This is an optimization exercise on Yosys and OpenROAD, whose aim is small area, a short achievable clock period and few clock cycles per item, not a production implementation. RTL that was checked went through simulation tests only; none was proved equivalent to the original. Power is estimated from default activity; no workload was simulated. The flow treats the clock pin as an ideal source, which a real chip does not have.

==> build 39: inputs <==
==> flow/design.v (excerpt) <==
module mx_block_sequencer #(
  parameter int BLOCK_SIZE = 32,
  parameter int DATA_W     = 32,
  parameter int EXP_W      = 8
) (
  input  logic                          clk,
  input  logic                          rst,
  input  logic                          in_valid,
  output logic                          in_ready,
  input  logic [DATA_W-1:0]             in_data,
  input  logic                          flush,
  output logic                          out_valid,
  input  logic                          out_ready,
  output logic [DATA_W-1:0]             out_data,
  output logic [EXP_W-1:0]              out_scale,
  output logic                          out_last,
  output logic [$clog2(BLOCK_SIZE)-1:0] out_idx
);
clock: 5.0 ns
lec_check: 0
cap_margin: 20
core_margin: 2
core_utilization: 65
cts_buf_list: sky130_fd_sc_hd__clkbuf_8
cts_cluster_diameter: 60
cts_cluster_size: 20
gpl_routability_driven: 0
place_density: 0.7
setup_slack_margin: 3.0
slew_margin: 20
standard.sh (not shown) runs the stock make flow with config.mk's settings and CLKGATE_MAP_FILE= SYNTH_SCRIPT=/design/flow/synth_recipe.tcl, a recipe that flattens the netlist after the stock synthesis.
==> flow/flow/run.sh <==
#!/bin/bash
# Standard layout (the standard.sh, unchanged synthesis) with clock tree synthesis told not
# to add dummy loads. Each tool's output goes to a log of its own here and under orfs/logs.
set -euo pipefail
export CTS_ARGS="-sink_clustering_enable -repair_clock_nets -sink_clustering_size 20 -sink_clustering_max_diameter 60 -buf_list sky130_fd_sc_hd__clkbuf_8 -dont_use_dummy_load"
export BUFFER_PORTS_ARGS="-buffer_cell sky130_fd_sc_hd__buf_2"
bash standard.sh > standard_flow.log 2>&1
==> inputs of trial 62, as changes to build 39 <==
==> flow/flow/run.sh (replaced) <==
#!/bin/bash
# Standard layout (the standard.sh, with its unchanged synthesis), except that clock tree
# synthesis builds the tree from clkbuf_16 cells over clusters of up to 30 flip-flops and adds
# no dummy loads, and the port buffers start as buf_2 cells. make's output goes to
# standard_flow.log here; each step's own log is under orfs/logs.
set -euo pipefail
export CTS_ARGS="-sink_clustering_enable -repair_clock_nets -sink_clustering_size 30 -sink_clustering_max_diameter 70 -buf_list sky130_fd_sc_hd__clkbuf_16 -dont_use_dummy_load"
export BUFFER_PORTS_ARGS="-buffer_cell sky130_fd_sc_hd__buf_2"
bash standard.sh > standard_flow.log 2>&1
ABC_AREA = 1   (was default)
PLACE_DENSITY = 0.75   (was 0.7)
SETUP_SLACK_MARGIN = 3.1   (was 3.0)
==> comparison <==
Build 39 completed with no timing, DRC or antenna violations. Trial 62 produced a clean layout. Of trial 62 and build 39, trial 62 has the higher wire length (gap 2.3%, measured against build 39). Critical path depth is the same in build 39 and trial 62. Between trial 62 and build 39, the lower clock skew is in trial 62 (gap 0.037 ns). Of build 39 and trial 62, trial 62 has the higher synthesized cell count (gap about 5.5%, measured against trial 62). Between trial 62 and build 39, the lower fmax is in build 39 (gap 1.3%, measured against build 39). Between build 39 and trial 62, the lower register-to-register slack is in build 39 (gap 0.11 ns).
Testbench counts of build 39, summed over its fixed seeds: cycles 16,656, items 16,384.
Testbench counts of trial 62, summed over its fixed seeds: cycles 16,656, items 16,384.


==> inputs of branch cedar <==
mx_block_sequencer again, from the RTL that the note above started with.
clock: 5.0 ns
lec_check: 0
cap_margin: 20
core_margin: 2
core_utilization: 65
cts_buf_list: sky130_fd_sc_hd__clkbuf_8
cts_cluster_diameter: 60
cts_cluster_size: 20
place_density: 0.75
setup_slack_margin: 3.0
slew_margin: 20
==> flow/flow/run.sh <==
#!/bin/bash
# Standard layout (the standard.sh, unchanged synthesis) with clock tree synthesis told not
# to add dummy loads. Each tool's output goes to a log of its own here and under orfs/logs.
set -euo pipefail
export CTS_ARGS="-sink_clustering_enable -repair_clock_nets -sink_clustering_size 20 -sink_clustering_max_diameter 60 -buf_list sky130_fd_sc_hd__clkbuf_8 -dont_use_dummy_load"
export BUFFER_PORTS_ARGS="-buffer_cell sky130_fd_sc_hd__buf_2"
bash standard.sh > standard_flow.log 2>&1
==> branch sierra (differences from branch cedar) <==
==> flow/design.v (replaced) <==
module mx_block_sequencer #(
  parameter int BLOCK_SIZE = 32,
  parameter int DATA_W     = 32,
  parameter int EXP_W      = 8
) (
  input  logic                          clk,
  input  logic                          rst,
  input  logic                          in_valid,
  output logic                          in_ready,
  input  logic [DATA_W-1:0]             in_data,
  input  logic                          flush,
  output logic                          out_valid,
  input  logic                          out_ready,
  output logic [DATA_W-1:0]             out_data,
  output logic [EXP_W-1:0]              out_scale,
  output logic                          out_last,
  output logic [$clog2(BLOCK_SIZE)-1:0] out_idx
);
  localparam int IDX_W = $clog2(BLOCK_SIZE);
  localparam int NS    = BLOCK_SIZE + 1;
  localparam int SW    = $clog2(NS);
  logic [NS-1:0][DATA_W-1:0] ring_q;
  logic [NS-1:0]             occ_q;
  logic [IDX_W-1:0] c_cnt_q, c_cnt_d;
  logic [EXP_W-1:0] c_max_q, c_max_d;
  logic [SW-1:0]    wdist_q, wdist_d;
  logic             p_vld_q, p_vld_d, p2_vld_q, p2_vld_d;
  logic [IDX_W-1:0] p_rem_q, p_rem_d;      
  logic [EXP_W-1:0] p_scale_q, p_scale_d, p2_scale_q, p2_scale_d;
  logic [IDX_W-1:0] rem_q, rem_d;          
  logic [SW-1:0]    rdist_q, rdist_d;
  logic              ov_q, olast_q;
  logic [DATA_W-1:0] od_q;
  logic [EXP_W-1:0]  os_q, e_scale_q;
  logic [IDX_W-1:0]  oi_q, oi_d, nb;
  logic              ir_q, ir_d;
  logic              wsel_q;               
  logic              nx_ok_q, nx_ok_d;     
  logic              nx_rd_q, nx_rd_d;     
  logic             acc, ftk, close, load, rd, start, last_rd;
  logic             ok_l, rd_l, ok_n, rd_n;
  logic [EXP_W-1:0] e_in, new_max;
  logic [IDX_W-1:0] rem_now;
  assign in_ready  = ir_q;
  assign out_valid = ov_q;
  assign out_data  = od_q;
  assign out_scale = os_q;
  assign out_last  = olast_q;
  assign out_idx   = oi_q;
  assign acc     = in_valid & ir_q;
  assign ftk     = flush & ir_q;
  assign e_in    = in_data[DATA_W-2 -: EXP_W];
  assign new_max = (acc && e_in > c_max_q) ? e_in : c_max_q;
  assign close   = (acc && c_cnt_q == IDX_W'(BLOCK_SIZE - 1)) || (ftk && (acc || c_cnt_q != '0));
  assign load    = nx_ok_q & (~ov_q | out_ready);
  assign rd      = load & nx_rd_q;
  assign start   = load & olast_q;
  assign nb      = oi_q + IDX_W'(1);
  assign oi_d    = (oi_q & ~{IDX_W{load}}) | (nb & {IDX_W{load}});
  assign rem_now = olast_q ? p_rem_q : rem_q - IDX_W'(1);
  assign last_rd = rd & (rem_now == '0);
  always_comb begin
    c_cnt_d = c_cnt_q;
    c_max_d = c_max_q;
    wdist_d = (wdist_q == '0) ? SW'(NS - 1) : wdist_q - SW'(1);
    if (close) begin
      c_cnt_d = '0;
      c_max_d = EXP_W'(1);
      wdist_d = {1'b0, ~c_cnt_q};
    end else if (acc) begin
      c_cnt_d = c_cnt_q + IDX_W'(1);
      c_max_d = new_max;
      wdist_d = '0;
    end
    p_vld_d    = p_vld_q;
    p_rem_d    = p_rem_q;
    p_scale_d  = p_scale_q;
    p2_vld_d   = p2_vld_q;
    p2_scale_d = p2_scale_q;
    if (start) begin
      if (p2_vld_q) begin
        p_rem_d   = '0;
        p_scale_d = p2_scale_q;
        p2_vld_d  = 1'b0;
      end else if (close) begin
        p_rem_d   = c_cnt_q + IDX_W'(acc) - IDX_W'(1);
        p_scale_d = new_max;
      end else begin
        p_vld_d = 1'b0;
      end
    end else if (close) begin
      if (p_vld_q) begin
        p2_vld_d   = 1'b1;
        p2_scale_d = new_max;
      end else begin
        p_vld_d   = 1'b1;
        p_rem_d   = c_cnt_q + IDX_W'(acc) - IDX_W'(1);
        p_scale_d = new_max;
      end
    end
    rem_d   = rem_q;
    rdist_d = (rdist_q == '0) ? SW'(NS - 1) : rdist_q - SW'(1);
    if (rd) begin
      rem_d   = rem_now;
      rdist_d = last_rd ? {1'b0, ~nb} : '0;
    end
    if (olast_q) begin
      ok_l = 1'b1;                             
      rd_l = p_rem_q != '0;
    end else if (nb == IDX_W'(BLOCK_SIZE - 1)) begin
      ok_l = p_vld_d & (nx_rd_q | (rdist_q == SW'(1)));
      rd_l = 1'b1;
    end else begin
      ok_l = 1'b1;                             
      rd_l = nx_rd_q & (rem_q != IDX_W'(1));
    end
    if (olast_q) begin
      ok_n = p_vld_d & (rdist_q == SW'(1));
      rd_n = 1'b1;
    end else begin
      ok_n = ~nx_rd_q | (rdist_q == SW'(1));
      rd_n = nx_rd_q;
    end
    nx_ok_d = load ? ok_l : ok_n;
    nx_rd_d = load ? rd_l : rd_n;
    ir_d = ~p2_vld_d & (close ? (c_cnt_q == IDX_W'(BLOCK_SIZE - 1)) : (acc | (wdist_q == SW'(1))))
         & (~occ_q[1] | rd);
  end
  always_ff @(posedge clk) begin
    for (int i = 0; i < NS - 1; i++)
      ring_q[i] <= ring_q[i+1];
    ring_q[NS-1] <= wsel_q ? in_data : ring_q[0];
    wsel_q       <= ir_d;
    od_q <= (od_q & ~{DATA_W{load}}) | (ring_q[1] & {DATA_W{nx_rd_q & load}});
    e_scale_q <= start ? p_scale_q : e_scale_q;
    os_q      <= rst ? '0 : start ? p_scale_q : e_scale_q;
    c_max_q    <= c_max_d;
    p_rem_q    <= p_rem_d;
    p_scale_q  <= p_scale_d;
    p2_scale_q <= p2_scale_d;
    rem_q      <= rem_d;
    if (rst) begin
      occ_q    <= '0;
      c_cnt_q  <= '0;
      c_max_q  <= EXP_W'(1);
      wdist_q  <= SW'(1);
      p_vld_q  <= 1'b0;
      p2_vld_q <= 1'b0;
      rdist_q  <= '0;
      ov_q     <= 1'b0;
      oi_q     <= IDX_W'(BLOCK_SIZE - 1);
      olast_q  <= 1'b1;
      ir_q     <= 1'b0;
      nx_ok_q  <= 1'b0;
      nx_rd_q  <= 1'b1;
    end else begin
      occ_q    <= {occ_q[0] | acc, occ_q[NS-1:2], occ_q[1] & ~rd};
      c_cnt_q  <= c_cnt_d;
      wdist_q  <= wdist_d;
      p_vld_q  <= p_vld_d;
      p2_vld_q <= p2_vld_d;
      rdist_q  <= rdist_d;
      ov_q     <= load | (ov_q & ~out_ready);
      oi_q     <= oi_d;
      olast_q  <= oi_d == IDX_W'(BLOCK_SIZE - 1);
      ir_q     <= ir_d;
      nx_ok_q  <= nx_ok_d;
      nx_rd_q  <= nx_rd_d;
    end
  end
endmodule
==> flow/run.sh (new file) <==
#!/bin/bash
# synth_recipe.tcl (not shown) runs the flow's synth.tcl, then flattens the netlist and writes it again
# the make line also repeats each setting of config.mk as NAME=value (left out here)
make -C /OpenROAD-flow-scripts/flow DESIGN_CONFIG=/design/flow/config.mk WORK_HOME=/design/flow/orfs CLKGATE_MAP_FILE= SYNTH_SCRIPT=/design/flow/synth_recipe.tcl finish
CORE_UTILIZATION = 50   (was 65)
CTS_BUF_LIST = default   (was sky130_fd_sc_hd__clkbuf_8)
CTS_CLUSTER_DIAMETER = 100   (was 60)
CTS_CLUSTER_SIZE = 30   (was 20)
PLACE_DENSITY = 0.6   (was 0.75)
SETUP_SLACK_MARGIN = 2.8   (was 3.0)
removed: flow/flow/run.sh
removed: flow/standard.sh
==> summary of the runs <==
- Between branch sierra and branch cedar, the lower area after synthesis is in branch cedar (gap 1.4%, measured against branch cedar).
- In branch cedar the clock power is lower than in branch sierra, by 15%.
- Between branch cedar and branch sierra, the lower flip-flop and latch count is in branch cedar (gap 32).
- Against branch cedar, the non-clock buffer count of branch sierra is lower by 10.
- In branch sierra the critical path depth is higher than in branch cedar, by 6.
- Between branch sierra and branch cedar, the lower final cell count is in branch cedar (gap 4.5%, measured against branch cedar).
- Between branch sierra and branch cedar, the lower worst setup slack is in branch sierra (gap 0.10 ns).
==> figures <==
Status: branch cedar complete, no violations; branch sierra complete, no violations
Via density per instance: branch cedar 4.82; branch sierra 4.40
Adder and majority cell fraction of the synthesized area: branch cedar 1.40%; branch sierra 1.02%
Number of resized instances in the post-cts repair step: branch cedar 128; branch sierra 260
Row Count: branch cedar 74; branch sierra 85
RR Startpoint: branch cedar c_cnt_q[1]; branch sierra c_max_q[1]
Launching element type of the critical path: branch cedar flip-flop; branch sierra input pin
Multi-input combinational cell area: branch cedar 3410 um2; branch sierra 2890 um2
Crit. End Element: branch cedar output port; branch sierra flip-flop
Register-to-register setup slack: branch cedar 2.99 ns; branch sierra 2.86 ns
Syn_area_per_cell: branch cedar 16.0 um2; branch sierra 16.6 um2
Slowest CP cell: branch cedar sky130_fd_sc_hd__dfxtp_4; branch sierra sky130_fd_sc_hd__a2111o_2
Synth Area in Compound Gates: branch cedar 3.97%; branch sierra 2.79%
Post-Synth XOR/XNOR Area: branch cedar 0.852%; branch sierra 0.776%
Root cell of the clock tree: branch cedar sky130_fd_sc_hd__clkbuf_8; branch sierra sky130_fd_sc_hd__clkbuf_16
Testbench counts of branch cedar, summed over its fixed seeds: cycles 16,656, items 16,384.
Function not checked in branch sierra: the RTL went through the layout flow alone.

separate check: timing with driven ports:
The results above use ideal ports. As a check the final layouts listed here were re-extracted and re-timed, cells and wires unchanged. Step 1 assumes that a clkbuf_16 drives the clock port and a buf_2 every other input. Step 2, shift: input delay + t, output delay - t, t = (earliest + latest rising clock arrival at the registers) / 2. This alone moves slack from input paths to output paths. Three values: ideal ports, drivers, drivers and shift; two values: the first two.
run	shift t [ns]	slack for setup (ns)	clock arrival spread, ns	slew at the worst register clock pin (ns)	pins driven straight from the clock port
build 39	0.641	2.882 / 2.832 / 2.358	0.096 / 0.096	0.11 / 0.11	1
trial 62	0.637	2.908 / 2.855 / 2.586	0.061 / 0.061	0.10 / 0.10	1
branch cedar	0.676	2.851 / 2.804 / 2.322	0.076 / 0.075	0.12 / 0.12	1
branch sierra	0.647	2.751 / 2.778 / 2.131	0.058 / 0.059	0.12 / 0.12	1
After both steps every run listed still meets setup and hold. The setup slack of branch sierra, which loses most, moves by +0.027 ns with the drivers and by -0.620 ns with both steps.
